This design comes from an exercise in tuning for small area and a short achievable clock period on the open sky130 flow, not from production work.
Function was checked by simulation only, so behaviour that the tests miss may differ from the original.
No driver is modelled on the clock port, so clocking that relies on it looks cheaper here than on a real chip.
Power is estimated from default activity; no workload was simulated.

== run 1 ==
==> flow/design.v (excerpt) <==
module id_stage
(
   input  logic              clk,
   input  logic              reset,
   input  logic [DATA_W-1:0] add_pc_4_in,
   input  logic [DATA_W-1:0] instruction_in,
   input  logic              wb_reg_write,
   input  logic [REG_AW-1:0] wb_rd,
   input  logic [DATA_W-1:0] wb_data,
   input  logic              ex_mem_read,
   input  logic [REG_AW-1:0] ex_rd,
   output logic [DATA_W-1:0] add_out,
   output logic              mux_pcsrc_out,
   output logic              pc_write_en,
   output logic              id_valid,
   output logic [OP_W-1:0]   id_opcode,
   output logic [REG_AW-1:0] id_rs1,
   output logic [REG_AW-1:0] id_rs2,
   output logic [REG_AW-1:0] id_rd,
   output logic [DATA_W-1:0] id_pc_4,
   output logic [DATA_W-1:0] id_rs1_data,
   output logic [DATA_W-1:0] id_rs2_data,
   output logic [DATA_W-1:0] id_imm
);
export LEC_CHECK = 0
export CAP_MARGIN = 20
export CORE_MARGIN = 2
export CORE_UTILIZATION = 45
export CTS_BUF_LIST = sky130_fd_sc_hd__clkbuf_8
export CTS_CLUSTER_DIAMETER = 50
export CTS_CLUSTER_SIZE = 14
export SETUP_SLACK_MARGIN = 2.5
export SLEW_MARGIN = 20
export SYNTH_HIERARCHICAL = 1
create_clock -name core_clock -period 5.8 [get_ports {clk}]
standard.sh (not shown) runs the stock make flow with config.mk's settings and CLKGATE_MAP_FILE= SYNTH_SCRIPT=/design/flow/synth_recipe.tcl, a recipe that flattens the netlist after the stock synthesis.
==> flow/flow/run.sh <==
#!/bin/bash
# The standard layout (the standard.sh: unchanged synthesis and steps),
# with two changes passed to ORFS as make variables:
#  - the port buffers that global placement inserts start as the smallest
#    plain buffer instead of the tool's default pick (clkdlybuf4s50_1);
#    timing repair still resizes the critical ones;
#  - clock tree synthesis without dummy loads (the clock tree's buffer list
#    and clustering are the same as in config.mk).
set -euo pipefail
bash standard.sh \
  BUFFER_PORTS_ARGS="-buffer_cell sky130_fd_sc_hd__buf_1" \
  CTS_ARGS="-sink_clustering_enable -repair_clock_nets -buf_list sky130_fd_sc_hd__clkbuf_8 -sink_clustering_size 14 -sink_clustering_max_diameter 50 -dont_use_dummy_load" \
  finish > standard_finish.log 2>&1
Changes in run 2 relative to run 1:
- SETUP_SLACK_MARGIN now 2.6, was 2.5
==> flow/flow/run.sh <==
#!/bin/bash
# The standard layout (the standard.sh: unchanged synthesis and steps),
# with these changes passed to ORFS as make variables:
#  - the port buffers that global placement inserts start as the smallest
#    plain buffer instead of the tool's default pick (clkdlybuf4s50_1);
#    timing repair still resizes the critical ones;
#  - clock tree synthesis without dummy loads (the clock tree's buffer list
#    and clustering are the same as in config.mk);
#  - a max-fanout design rule (24) for the resizer, set before placement,
#    resizing, clock tree synthesis and global routing (flow/max_fanout.tcl),
#    so that the long one-hot select and enable nets get buffer trees.
set -euo pipefail
HOOK="$(pwd)/flow/max_fanout.tcl"
bash standard.sh \
  BUFFER_PORTS_ARGS="-buffer_cell sky130_fd_sc_hd__buf_1" \
  CTS_ARGS="-sink_clustering_enable -repair_clock_nets -buf_list sky130_fd_sc_hd__clkbuf_8 -sink_clustering_size 14 -sink_clustering_max_diameter 50 -dont_use_dummy_load" \
  PRE_GLOBAL_PLACE_TCL="$HOOK" PRE_RESIZE_TCL="$HOOK" PRE_CTS_TCL="$HOOK" PRE_GLOBAL_ROUTE_TCL="$HOOK" \
  finish > standard_finish.log 2>&1
==> flow/flow/max_fanout.tcl (new file) <==
# Design-rule directive for the resizer: buffer nets with more than 24 loads.
set_max_fanout 24 [current_design]
==> comparison <==
- As far as share of power burned in combinational logic is concerned, run 2 and run 1 perform about the same.
- Comparing run 2 and run 1, the lower number of clock buffers in the layout is on run 1.
- Compared with run 1, run 2 shows a lower total track usage.
- Setup slack ended up 0.16 ns higher on run 2 than on run 1.
- Global-route met1 utilization: lower on run 2
- The standard cells in run 2 occupy more silicon area than those in run 1 do.
- Run 2 vs run 1 — routed wire length dropped 8500 um.
- Diff run 1..run 2 | power | negligible
- Run 2: routed length on met2 1400 um below run 1
Setup changes, run 2 to run 3
- PLACE_DENSITY newly set to 0.75
==> flow/flow/run.sh <==
#!/bin/bash
# The standard layout (the standard.sh: unchanged synthesis and steps),
# with two changes passed to ORFS as make variables:
#  - the port buffers that global placement inserts start as the smallest
#    plain buffer instead of the tool's default pick (clkdlybuf4s50_1);
#    timing repair still resizes the critical ones;
#  - clock tree synthesis without dummy loads (the clock tree's buffer list
#    and clustering are the same as in config.mk).
set -euo pipefail
bash standard.sh \
  BUFFER_PORTS_ARGS="-buffer_cell sky130_fd_sc_hd__buf_1" \
  CTS_ARGS="-sink_clustering_enable -repair_clock_nets -buf_list sky130_fd_sc_hd__clkbuf_8 -sink_clustering_size 14 -sink_clustering_max_diameter 50 -dont_use_dummy_load" \
  finish > standard_finish.log 2>&1
removed: flow/flow/max_fanout.tcl
### Flow results
Setup fix buffers added after clock tree synthesis, run 3 and run 2: larger value in run 3. Min clock group power across run 3 and run 2: run 3. Relative to run 2, run 3 degrades minimum setup slack in the final design. Higher internal cell power goes to run 2 over run 3. The lower maximum number of pins on one net before global-route repair of run 3 and run 2 is in run 2. Going from run 2 to run 3, overall power consumption decreased 130 uW, clock group share of total power decreased 0.9 points. Total of plain and repair buffers excluding clock buffers ends up lower on run 3. Compared with run 2, in run 3 wire length saw a decrease; vias after detailed routing now sits higher.
The following lists how run 4 was set up differently from run 3:
- clearing PLACE_DENSITY, which used to be 0.75
==> flow/flow/run.sh <==
#!/bin/bash
# The standard layout (the standard.sh: unchanged synthesis and steps),
# with these changes passed to ORFS as make variables:
#  - the port buffers that global placement inserts start as the smallest
#    plain buffer instead of the tool's default pick (clkdlybuf4s50_1);
#    timing repair still resizes the critical ones;
#  - clock tree synthesis without dummy loads (the clock tree's buffer list
#    and clustering are the same as in config.mk);
#  - a max-fanout design rule (16) for the resizer, set before placement,
#    resizing, clock tree synthesis and global routing (flow/max_fanout.tcl),
#    so that the long one-hot select and enable nets get buffer trees.
set -euo pipefail
HOOK="$(pwd)/flow/max_fanout.tcl"
bash standard.sh \
  BUFFER_PORTS_ARGS="-buffer_cell sky130_fd_sc_hd__buf_1" \
  CTS_ARGS="-sink_clustering_enable -repair_clock_nets -buf_list sky130_fd_sc_hd__clkbuf_8 -sink_clustering_size 14 -sink_clustering_max_diameter 50 -dont_use_dummy_load" \
  PRE_GLOBAL_PLACE_TCL="$HOOK" PRE_RESIZE_TCL="$HOOK" PRE_CTS_TCL="$HOOK" PRE_GLOBAL_ROUTE_TCL="$HOOK" \
  finish > standard_finish.log 2>&1
==> flow/flow/max_fanout.tcl (new file) <==
# Design-rule directive for the resizer: buffer nets with more than 16 loads.
set_max_fanout 16 [current_design]
### Flow results
- Looking at global-route wire length before repair, run 4 sits 1100 um below run 3.
- Run 4: clock latency of the later-clocked register in the worst-skew pair 0.02 ns above run 3
- Summary of run 4 over run 3: count of non-filler cells in the finished layout has increased; share of post-route cells with drive strength above 1 went up 2.3 points; area of all sequential standard cells stayed essentially flat.
- Run 4 against run 3: core utilization shows an increase of 1.3 points; internal power up about 2.5%.
- Run 4 does better than run 3 on worst setup slack after layout.

## separate check: timing with driven ports
The results above use ideal ports. As a check the final layouts listed here were re-extracted and re-timed, cells and wires unchanged.
Step 1 sets driving cells, clkbuf_16 on the clock port and buf_2 on the other inputs (assumed; they add their load-dependent delay and slew).
Step 2 adds t to the input delays and takes it off the output delays; t is the mean of the earliest and latest rising clock arrival at the registers after step 1. Input paths then give back, and output paths get back, about the clock's delay inside the block.
Slacks: ideal / step 1 / step 2; pairs: ideal / step 1.
run	t, ns	setup slack, ns	worst setup path at the end	clock arrival spread, ns	worst data-port slew with drivers (ns)
run 1	0.893	2.311 / 2.362 / 1.469	input to register	0.098 / 0.097	0.05
run 2	0.873	2.470 / 2.527 / 1.653	input to register	0.108 / 0.109	0.05
run 3	0.871	2.436 / 2.489 / 1.618	input to register	0.174 / 0.174	0.16
run 4	0.911	2.529 / 2.504 / 1.662	input to register	0.133 / 0.133	0.07
After both steps setup and hold are still met in every run listed. For run 4, which loses most, drivers alone change the setup slack by -0.025 ns; drivers and shift together by -0.867 ns.
